Background: an optimization exercise with open tools, aiming at small area, a short achievable clock period and few clock cycles per item. Do not read the settings as production practice.
Function was checked by simulation only, so behaviour that the tests miss may differ from the original.
No activity file was given, so power comes from the tool's default toggle rates.

==> design.v <==
`default_nettype none
package rset_pkg;
    localparam int DEPTH    = 64;
    localparam int ADDR_W   = $clog2(DEPTH);
    localparam int CNT_W    = $clog2(DEPTH + 1);
    localparam int VAL_W    = 32;
    localparam int DRAW_W   = 32;
    localparam int FUNC_W   = 2;
    localparam int STAT_W   = 2;
    localparam int MCOUNT_W = 7;
    localparam int S_DATA_W = 64;
    localparam int M_DATA_W = 48;
    typedef logic [FUNC_W-1:0] func_t;
    typedef logic [STAT_W-1:0] status_t;
    localparam func_t FUNC_INSERT = 2'd0;
    localparam func_t FUNC_ERASE  = 2'd1;
    localparam func_t FUNC_SAMPLE = 2'd2;
    localparam func_t FUNC_NONE   = 2'd3;
    localparam status_t STAT_DONE  = 2'd0;
    localparam status_t STAT_MISS  = 2'd1;
    localparam status_t STAT_FULL  = 2'd2;
    localparam status_t STAT_EMPTY = 2'd3;
endpackage
`default_nettype wire
`default_nettype none
module rset_ram #(
    parameter int WIDTH = 32,
    parameter int DEPTH = 64
) (
    input  wire logic                     aclk,
    input  wire logic                     we,
    input  wire logic [$clog2(DEPTH)-1:0] waddr,
    input  wire logic [WIDTH-1:0]         wdata,
    input  wire logic [$clog2(DEPTH)-1:0] raddr,
    output logic      [WIDTH-1:0]         rdata
);
    logic [WIDTH-1:0] mem [DEPTH];
    always_ff @(posedge aclk) begin
        if (we) begin
            mem[waddr] <= wdata;
        end
        rdata <= mem[raddr];
    end
endmodule
`default_nettype wire
`default_nettype none
module randomized_set_table (
    input  wire logic                         aclk,
    input  wire logic                         aresetn,
    input  wire logic                         s_tvalid,
    output logic                              s_tready,
    input  wire logic [rset_pkg::S_DATA_W-1:0] s_tdata,
    input  wire logic [rset_pkg::FUNC_W-1:0]  s_tuser,
    output logic                              m_tvalid,
    input  wire logic                         m_tready,
    output logic      [rset_pkg::M_DATA_W-1:0] m_tdata
);
    localparam int DEPTH    = rset_pkg::DEPTH;
    localparam int ADDR_W   = rset_pkg::ADDR_W;
    localparam int CNT_W    = rset_pkg::CNT_W;
    localparam int VAL_W    = rset_pkg::VAL_W;
    localparam int DRAW_W   = rset_pkg::DRAW_W;
    localparam int STAT_W   = rset_pkg::STAT_W;
    localparam int MCOUNT_W = rset_pkg::MCOUNT_W;
    localparam int M_DATA_W = rset_pkg::M_DATA_W;
    localparam int RES_W    = MCOUNT_W + VAL_W + STAT_W;
    localparam int PROD_W   = DRAW_W + CNT_W;
    typedef logic [rset_pkg::FUNC_W-1:0] func_t;
    typedef logic [rset_pkg::STAT_W-1:0] status_t;
    localparam func_t   FUNC_INSERT = rset_pkg::FUNC_INSERT;
    localparam func_t   FUNC_ERASE  = rset_pkg::FUNC_ERASE;
    localparam func_t   FUNC_SAMPLE = rset_pkg::FUNC_SAMPLE;
    localparam status_t STAT_DONE   = rset_pkg::STAT_DONE;
    localparam status_t STAT_MISS   = rset_pkg::STAT_MISS;
    localparam status_t STAT_FULL   = rset_pkg::STAT_FULL;
    localparam status_t STAT_EMPTY  = rset_pkg::STAT_EMPTY;
    logic [VAL_W-1:0]   slot [DEPTH];
    logic [CNT_W-1:0]   cnt_reg;           
    logic [CNT_W-1:0]   cnt_prev;          
    logic               e_valid;
    func_t              e_func;
    logic [VAL_W-1:0]   e_val;
    logic [DRAW_W-1:0]  e_draw;
    logic [DRAW_W+1:0]  e_draw3;           
    logic               go_reg;            
    logic               r_valid;
    logic               r_ins_ok;          
    logic               r_ers_ok;          
    logic               r_smp;             
    logic [VAL_W-1:0]   r_val;
    logic               r_we;              
    logic [ADDR_W-1:0]  r_waddr;           
    logic [ADDR_W-1:0]  r_raddr;
    status_t            r_status;
    logic [MCOUNT_W-1:0] r_count;
    logic [RES_W-1:0]   q0, q1, q2;
    logic [1:0]         qcnt;
    logic               qv0;
    logic               exec;
    logic [DEPTH-1:0]   masked;
    logic [ADDR_W-1:0]  menc;
    logic               eq_prev;
    logic               raw_any, any, phys_at_n, full, empty;
    logic [ADDR_W-1:0]  h_log;
    logic               is_ins, is_ers, is_smp;
    logic               ins_ok, ers_ok;
    logic [CNT_W-1:0]   cnt_next;
    logic [DRAW_W+1:0]  pp0, pp1, pp2;
    logic [PROD_W-2:0]  prod;
    logic [ADDR_W-1:0]  sidx;
    status_t            status;
    assign exec   = e_valid && go_reg;
    assign is_ins = (e_func == FUNC_INSERT);
    assign is_ers = (e_func == FUNC_ERASE);
    assign is_smp = (e_func == FUNC_SAMPLE);
    assign full   = cnt_reg[CNT_W-1];
    assign empty  = (cnt_reg == '0);
    always_comb begin
        for (int i = 0; i < DEPTH; i++) begin
            masked[i] = (CNT_W'(i) < cnt_prev) && (slot[i] == e_val);
        end
    end
    always_comb begin
        menc = '0;
        for (int i = 0; i < DEPTH; i++) begin
            if (masked[i]) menc = menc | ADDR_W'(i);
        end
    end
    assign eq_prev   = (e_val == r_val);
    assign raw_any   = |masked;
    assign any       = (raw_any || (r_ins_ok && eq_prev)) && !(r_ers_ok && eq_prev);
    assign phys_at_n = (menc == cnt_reg[ADDR_W-1:0]);
    always_comb begin
        h_log = menc;
        if (r_ers_ok && phys_at_n) h_log = r_waddr;
        if (r_ins_ok && eq_prev) h_log = cnt_reg[ADDR_W-1:0] - ADDR_W'(1);
    end
    assign ins_ok = exec && is_ins && !any && !full;
    assign ers_ok = exec && is_ers && any;
    always_comb begin
        cnt_next = cnt_reg;
        if (ins_ok) cnt_next = cnt_reg + CNT_W'(1);
        else if (ers_ok) cnt_next = cnt_reg - CNT_W'(1);
    end
    function automatic logic [DRAW_W+1:0] pp_sel(input logic [1:0] dig,
                                                 input logic [DRAW_W-1:0] d,
                                                 input logic [DRAW_W+1:0] d3);
        unique case (dig)
            2'd0: pp_sel = '0;
            2'd1: pp_sel = (DRAW_W+2)'(d);
            2'd2: pp_sel = {1'b0, d, 1'b0};
            default: pp_sel = d3;
        endcase
    endfunction
    assign pp0  = pp_sel(cnt_reg[1:0], e_draw, e_draw3);
    assign pp1  = pp_sel(cnt_reg[3:2], e_draw, e_draw3);
    assign pp2  = pp_sel(cnt_reg[5:4], e_draw, e_draw3);
    assign prod = (PROD_W-1)'(pp0) + ((PROD_W-1)'(pp1) << 2) + ((PROD_W-1)'(pp2) << 4);
    assign sidx = cnt_reg[CNT_W-1] ? e_draw[DRAW_W-1 -: ADDR_W] : prod[DRAW_W +: ADDR_W];
    always_comb begin
        status = STAT_DONE;
        unique case (e_func)
            FUNC_INSERT: status = any ? STAT_MISS : (full ? STAT_FULL : STAT_DONE);
            FUNC_ERASE:  status = any ? STAT_DONE : STAT_MISS;
            FUNC_SAMPLE: status = empty ? STAT_EMPTY : STAT_DONE;
            default:     status = STAT_DONE;
        endcase
    end
    logic [VAL_W-1:0]   rdata, wdata;
    logic [RES_W-1:0]   res;
    assign rdata = slot[r_raddr];
    assign wdata = r_ers_ok ? rdata : r_val;
    assign res   = {r_count, (r_smp ? rdata : VAL_W'(0)), r_status};
    always_ff @(posedge aclk) begin
        for (int i = 0; i < DEPTH; i++) begin
            if (r_we && r_waddr == ADDR_W'(i)) slot[i] <= wdata;
        end
    end
    logic               take;
    logic [1:0]         qlvl;
    logic [1:0]         qcnt_next;
    assign take      = qv0 && m_tready;
    assign qlvl      = qcnt - 2'(take);
    assign qcnt_next = qlvl + 2'(r_valid);
    assign s_tready = !e_valid || go_reg;
    assign m_tvalid = qv0;
    assign m_tdata  = M_DATA_W'(q0);
    always_ff @(posedge aclk) begin
        if (r_valid && qlvl == 2'd0) q0 <= res;
        else if (take) q0 <= q1;
        if (r_valid && qlvl == 2'd1) q1 <= res;
        else if (take) q1 <= q2;
        if (r_valid && qlvl == 2'd2) q2 <= res;
    end
    always_ff @(posedge aclk) begin
        if (!aresetn) begin
            e_valid   <= 1'b0;
            go_reg    <= 1'b1;
            r_valid   <= 1'b0;
            r_ins_ok  <= 1'b0;
            r_ers_ok  <= 1'b0;
            cnt_reg   <= '0;
            cnt_prev  <= '0;
            r_we      <= 1'b0;
            qcnt      <= '0;
            qv0       <= 1'b0;
        end else begin
            if (s_tready) e_valid <= s_tvalid;
            go_reg    <= (qcnt_next < 2'd2) || (qcnt_next == 2'd2 && !exec);
            r_valid   <= exec;
            r_ins_ok  <= ins_ok;
            r_ers_ok  <= ers_ok;
            cnt_reg   <= cnt_next;
            cnt_prev  <= cnt_reg;
            r_we      <= ins_ok || ers_ok;
            qcnt      <= qcnt_next;
            qv0       <= (qcnt_next != 2'd0);
        end
        if (s_tready) begin
            e_func <= s_tuser;
            e_val  <= s_tdata[VAL_W-1:0];
            e_draw <= s_tdata[VAL_W +: DRAW_W];
            e_draw3 <= (DRAW_W+2)'(s_tdata[VAL_W +: DRAW_W]) + {1'b0, s_tdata[VAL_W +: DRAW_W], 1'b0};
        end
        r_smp    <= is_smp && !empty;
        r_val    <= e_val;
        r_waddr  <= is_ins ? cnt_reg[ADDR_W-1:0] : h_log;
        r_raddr  <= is_smp ? sidx : (cnt_reg[ADDR_W-1:0] - ADDR_W'(1));
        r_status <= status;
        r_count  <= MCOUNT_W'(cnt_next);
    end
endmodule
`default_nettype wire
==> run.sh <==
#!/bin/bash
# synth_recipe.tcl (not shown) runs the flow's synth.tcl, then flattens the netlist and writes it again
# the make line also repeats each setting of config.mk as NAME=value (left out here)
make -C /OpenROAD-flow-scripts/flow DESIGN_CONFIG=/design/flow/config.mk WORK_HOME=/design/flow/orfs CLKGATE_MAP_FILE= SYNTH_SCRIPT=/design/flow/synth_recipe.tcl finish
==> config.mk <==
export PLATFORM = sky130hd
export DESIGN_NAME = randomized_set_table
export DESIGN_NICKNAME = randomized_set_table
export VERILOG_FILES = /design/flow/design.v
export SDC_FILE = /design/flow/constraint.sdc
export NUM_CORES = 4
export LEC_CHECK = 0
export ABC_CLOCK_PERIOD_IN_PS = 3000
export CAP_MARGIN = 20
export CORE_MARGIN = 2
export CORE_UTILIZATION = 45
export PLACE_DENSITY = 0.6
export SETUP_SLACK_MARGIN = 5
export SLEW_MARGIN = 20
export TNS_END_PERCENT = 5
==> constraint.sdc <==
create_clock -name core_clock -period 8.0 [get_ports {aclk}]
set_input_delay 1.6000 -clock core_clock [delete_from_list [all_inputs] [get_ports {aclk}]]
set_output_delay 1.6000 -clock core_clock [all_outputs]
set_load 0.01 [all_outputs]
==> results.yml, run 1 <==
global_route:
  globalRoute.totalOverflow: 6929
  grtUsageTotal: 0.9105
  grt_start_max_net_pins: 76
  via_count_of_the_first_global_routing_pass: 130600
  grt_first_pass_wirelength_mm: 1572
cts:
  cts_buffers: 284
  numClockSinks: 2347
  ctsLongestPathBuffers: 4
  ctsHtreeMaxLevel: 5
  cts_root_buf: "clkbuf_16"
  post_cts_hold_buffer_count: 0
yosys:
  synth.top_cells.by_area: "edfxtp_1 59%, xor2_1 12%, a22oi_1 5.3%"
  ys_seq_area_frac: 0.6046
  ys_async_sr_fraction: 0
  number_of_enable_flip_flop_cells_after_synthesis: 2276
  synth-main-ff-cell: "edfxtp_1"
  post_synth.cell_area_avg_um2: 13.29
  synth_top_area_share: 0.5923
  ys_types: 83
  syn_area_um2: 115400
  synthesis.instances: 8684
  synth.largest_area_cell: "edfxtp_1"
  synth.ff_latch_count: 2347
  synth-warning-count: 2
run_status:
  flow.first_error: "[ERROR GRT-0116] Global routing finished with congestion. Check the congestion regions in the DRC Viewer."
  lastStage: "5_1_grt"
  status: "did not finish"
die:
  die-width_um: 510.4
  floorplan.rows: 185
  start_util: 0.4532
  io_pins: 120
  dieHeight_um: 510.4
placed_design:
  placement.setup.worst_slack_ps: 1784
  port_buffers: 112
  post_dp_hpwl_mm: 702.1
  place.gp.congestion: 1.546
[power by group through the flow]
stage               clock (W)  combinational (W)  sequential (W)
CTS                    0.0125            0.00533          0.0139
detailed placement          0            0.00428          0.0142
global placement            0            0.00428          0.0142
floorplan                   0            0.00178          0.0142
[through the flow]
stage / total power (W) / instance area [µm²] / cells / utilization
floorplan: 0.01593 / 115700 / 8690 / -
global placement: 0.01848 / 124600 / 12200 / 0.4895
detailed placement: 0.01848 / 125100 / 12220 / 0.4912
CTS: 0.03180 / 142900 / 13100 / 0.5614
[cells by family after synthesis]
| family | share of synthesized area |
|---|---|
| buffers and inverters | 0.03084 |
| AOI/OAI and AO/OA | 0.09116 |
| xor gates and xnor gates | 0.1617 |
| and+or+nand+nor | 0.08740 |
| DFF | 0.6046 |
| muxes | 0.01072 |
| other | 0.00003250 |
| adders and majority gates | 0.01351 |
[metal layers]
metal,track usage,GRT overflow
met4,0.8692,1645
met5,0.7473,110
met3,0.8599,746
met2,0.9919,3606
met1,0.9043,822
[repair_timing]
action                      CTS
setup endpoints to repair  2572
hold endpoints to repair      0
buffers inserted            324
pin swaps                   161
gates resized for setup     820
gates cloned                 72
[how the worst max path moves through the flow]
stage               slack, ps           to  cells after the start        start
floorplan                4180  e_draw3[33]                     13  s_tdata[32]
global placement          940   cnt_reg[5]                     14    e_val[24]
detailed placement       1780   cnt_reg[5]                     13    e_val[27]
CTS                      3490   cnt_reg[5]                     15    e_val[13]
[synth_stat cells, drive strengths merged, types with 39 or more instances]
cell type / count
nor2: 276
a22oi: 808
xnor2: 611
nor3: 129
a221oi: 97
xor2: 1519
nand4: 389
nand3: 184
dfxtp: 71
nor4: 473
nand2: 221
clkbuf: 250
inv: 153
mux2i: 82
o21ai: 162
ha: 75
edfxtp: 2276
or4: 39
a22o: 93
buf: 278
a21oi: 144
Testbench counts, summed over its fixed seeds: cycles 6,424, items 6,400.
==> run 2, diff against run 1 <==
==> config.mk (replaced) <==
export PLATFORM = sky130hd
export DESIGN_NAME = randomized_set_table
export DESIGN_NICKNAME = randomized_set_table
export VERILOG_FILES = /design/flow/design.v
export SDC_FILE = /design/flow/constraint.sdc
export NUM_CORES = 4
export LEC_CHECK = 0
export ABC_CLOCK_PERIOD_IN_PS = 1500
export CAP_MARGIN = 20
export CORE_MARGIN = 2
export CORE_UTILIZATION = 33
export PLACE_DENSITY = 0.5
export SETUP_SLACK_MARGIN = 5
export SLEW_MARGIN = 20
export TNS_END_PERCENT = 20
==> run 2 against run 1 <==
Net effect:
- synthesized cell count unchanged
- synthesized area is the same
- the flow again stops in 5_1_grt
==> results.yml, run 2 <==
yosys:
  ys_async_sr_fraction: 0
  post-synth-top-count-cell: "edfxtp_1"
  synth_top_area_share: 0.5923
  number_of_enable_flip_flop_cells_after_synthesis: 2276
  post_synth.cell_area_avg_um2: 13.29
  synth.top_cells.by_area: "edfxtp_1 59%, xor2_1 12%, a22oi_1 5.3%"
  synth.ff_latch_count: 2347
  synth.largest_area_cell: "edfxtp_1"
  synthTopCellsByCount: "2,276 x edfxtp_1, 1,519 x xor2_1, 808 x a22oi_1"
  syn_area_um2: 115400
  synthesis.instances: 8684
  ys_seq_area_frac: 0.6046
  ys_types: 83
  synth-main-ff-cell: "edfxtp_1"
  synth-warning-count: 2
run_status:
  lastStage: "5_1_grt"
  status: "did not finish"
  flow.first_error: "[ERROR GRT-0116] Global routing finished with congestion. Check the congestion regions in the DRC Viewer."
placed_design:
  port_buffers: 112
  post_dp_hpwl_mm: 884.1
  place.gp.congestion: 1.265
  placed_cells_incl_taps: 13670
cts:
  ctsLongestPathBuffers: 4
  numClockSinks: 2347
  cts_buffers: 293
  cts_root_buf: "clkbuf_16"
  ctsHtreeMaxLevel: 5
global_route:
  grt_start_max_net_pins: 75
  grtUsageTotal: 0.7454
  grt_first_pass_wirelength_mm: 1638
  globalRoute.totalOverflow: 31
  via_count_of_the_first_global_routing_pass: 114300
die:
  start_util: 0.3310
  io_pins: 120
  floorplan.rows: 217
  die-width_um: 595.3
  dieHeight_um: 595.3
[run 2: routing by layer]
layer  GRT overflow  GRT usage
met2             21     0.8549
met5              0     0.4907
met4             10     0.6710
met3              0     0.6428
met1              0     0.7695
[run 2: per-stage QoR]
step	total power [W]	area [µm²]	util	worst slack [ps]
global placement	0.01911	128400	0.3682	159.9
CTS	0.03405	152100	0.4364	3280
floorplan	0.01593	115700	-	4182
detailed placement	0.01916	129500	0.3714	1118
[run 2: power by group through the flow]
stage | Clock (W) | Sequential [W] | Combinational (W)
3_5_place_dp | 0 | 0.0142 | 0.00496
2_1_floorplan | 0 | 0.0142 | 0.00178
3_3_place_gp | 0 | 0.0142 | 0.00491
4_1_cts | 0.0138 | 0.0139 | 0.00634
[run 2: what timing repair did]
action	in CTS
resized for setup	1103
pin swaps	234
hold buffers	0
setup endpoints to repair	2998
cloned	107
setup buffers	458
[run 2: how the worst max path moves through the flow]
stage / from / endpoint / slack [ps] / depth (start not counted)
2_1_floorplan: s_tdata[32] / e_draw3[33] / 4180 / 13
3_3_place_gp: e_val[11] / cnt_reg[6] / 160 / 12
3_5_place_dp: e_val[16] / cnt_reg[5] / 1120 / 14
4_1_cts: e_val[9] / cnt_reg[6] / 3280 / 15
[run 2: cells by family after synthesis]
logic type,share of synthesized area
and+or+nand+nor,0.08740
buffers and inverters,0.03084
AOI/OAI and AO/OA,0.09116
adders and majority gates,0.01351
other,0.00003250
muxes,0.01072
DFF,0.6046
xor gates and xnor gates,0.1617
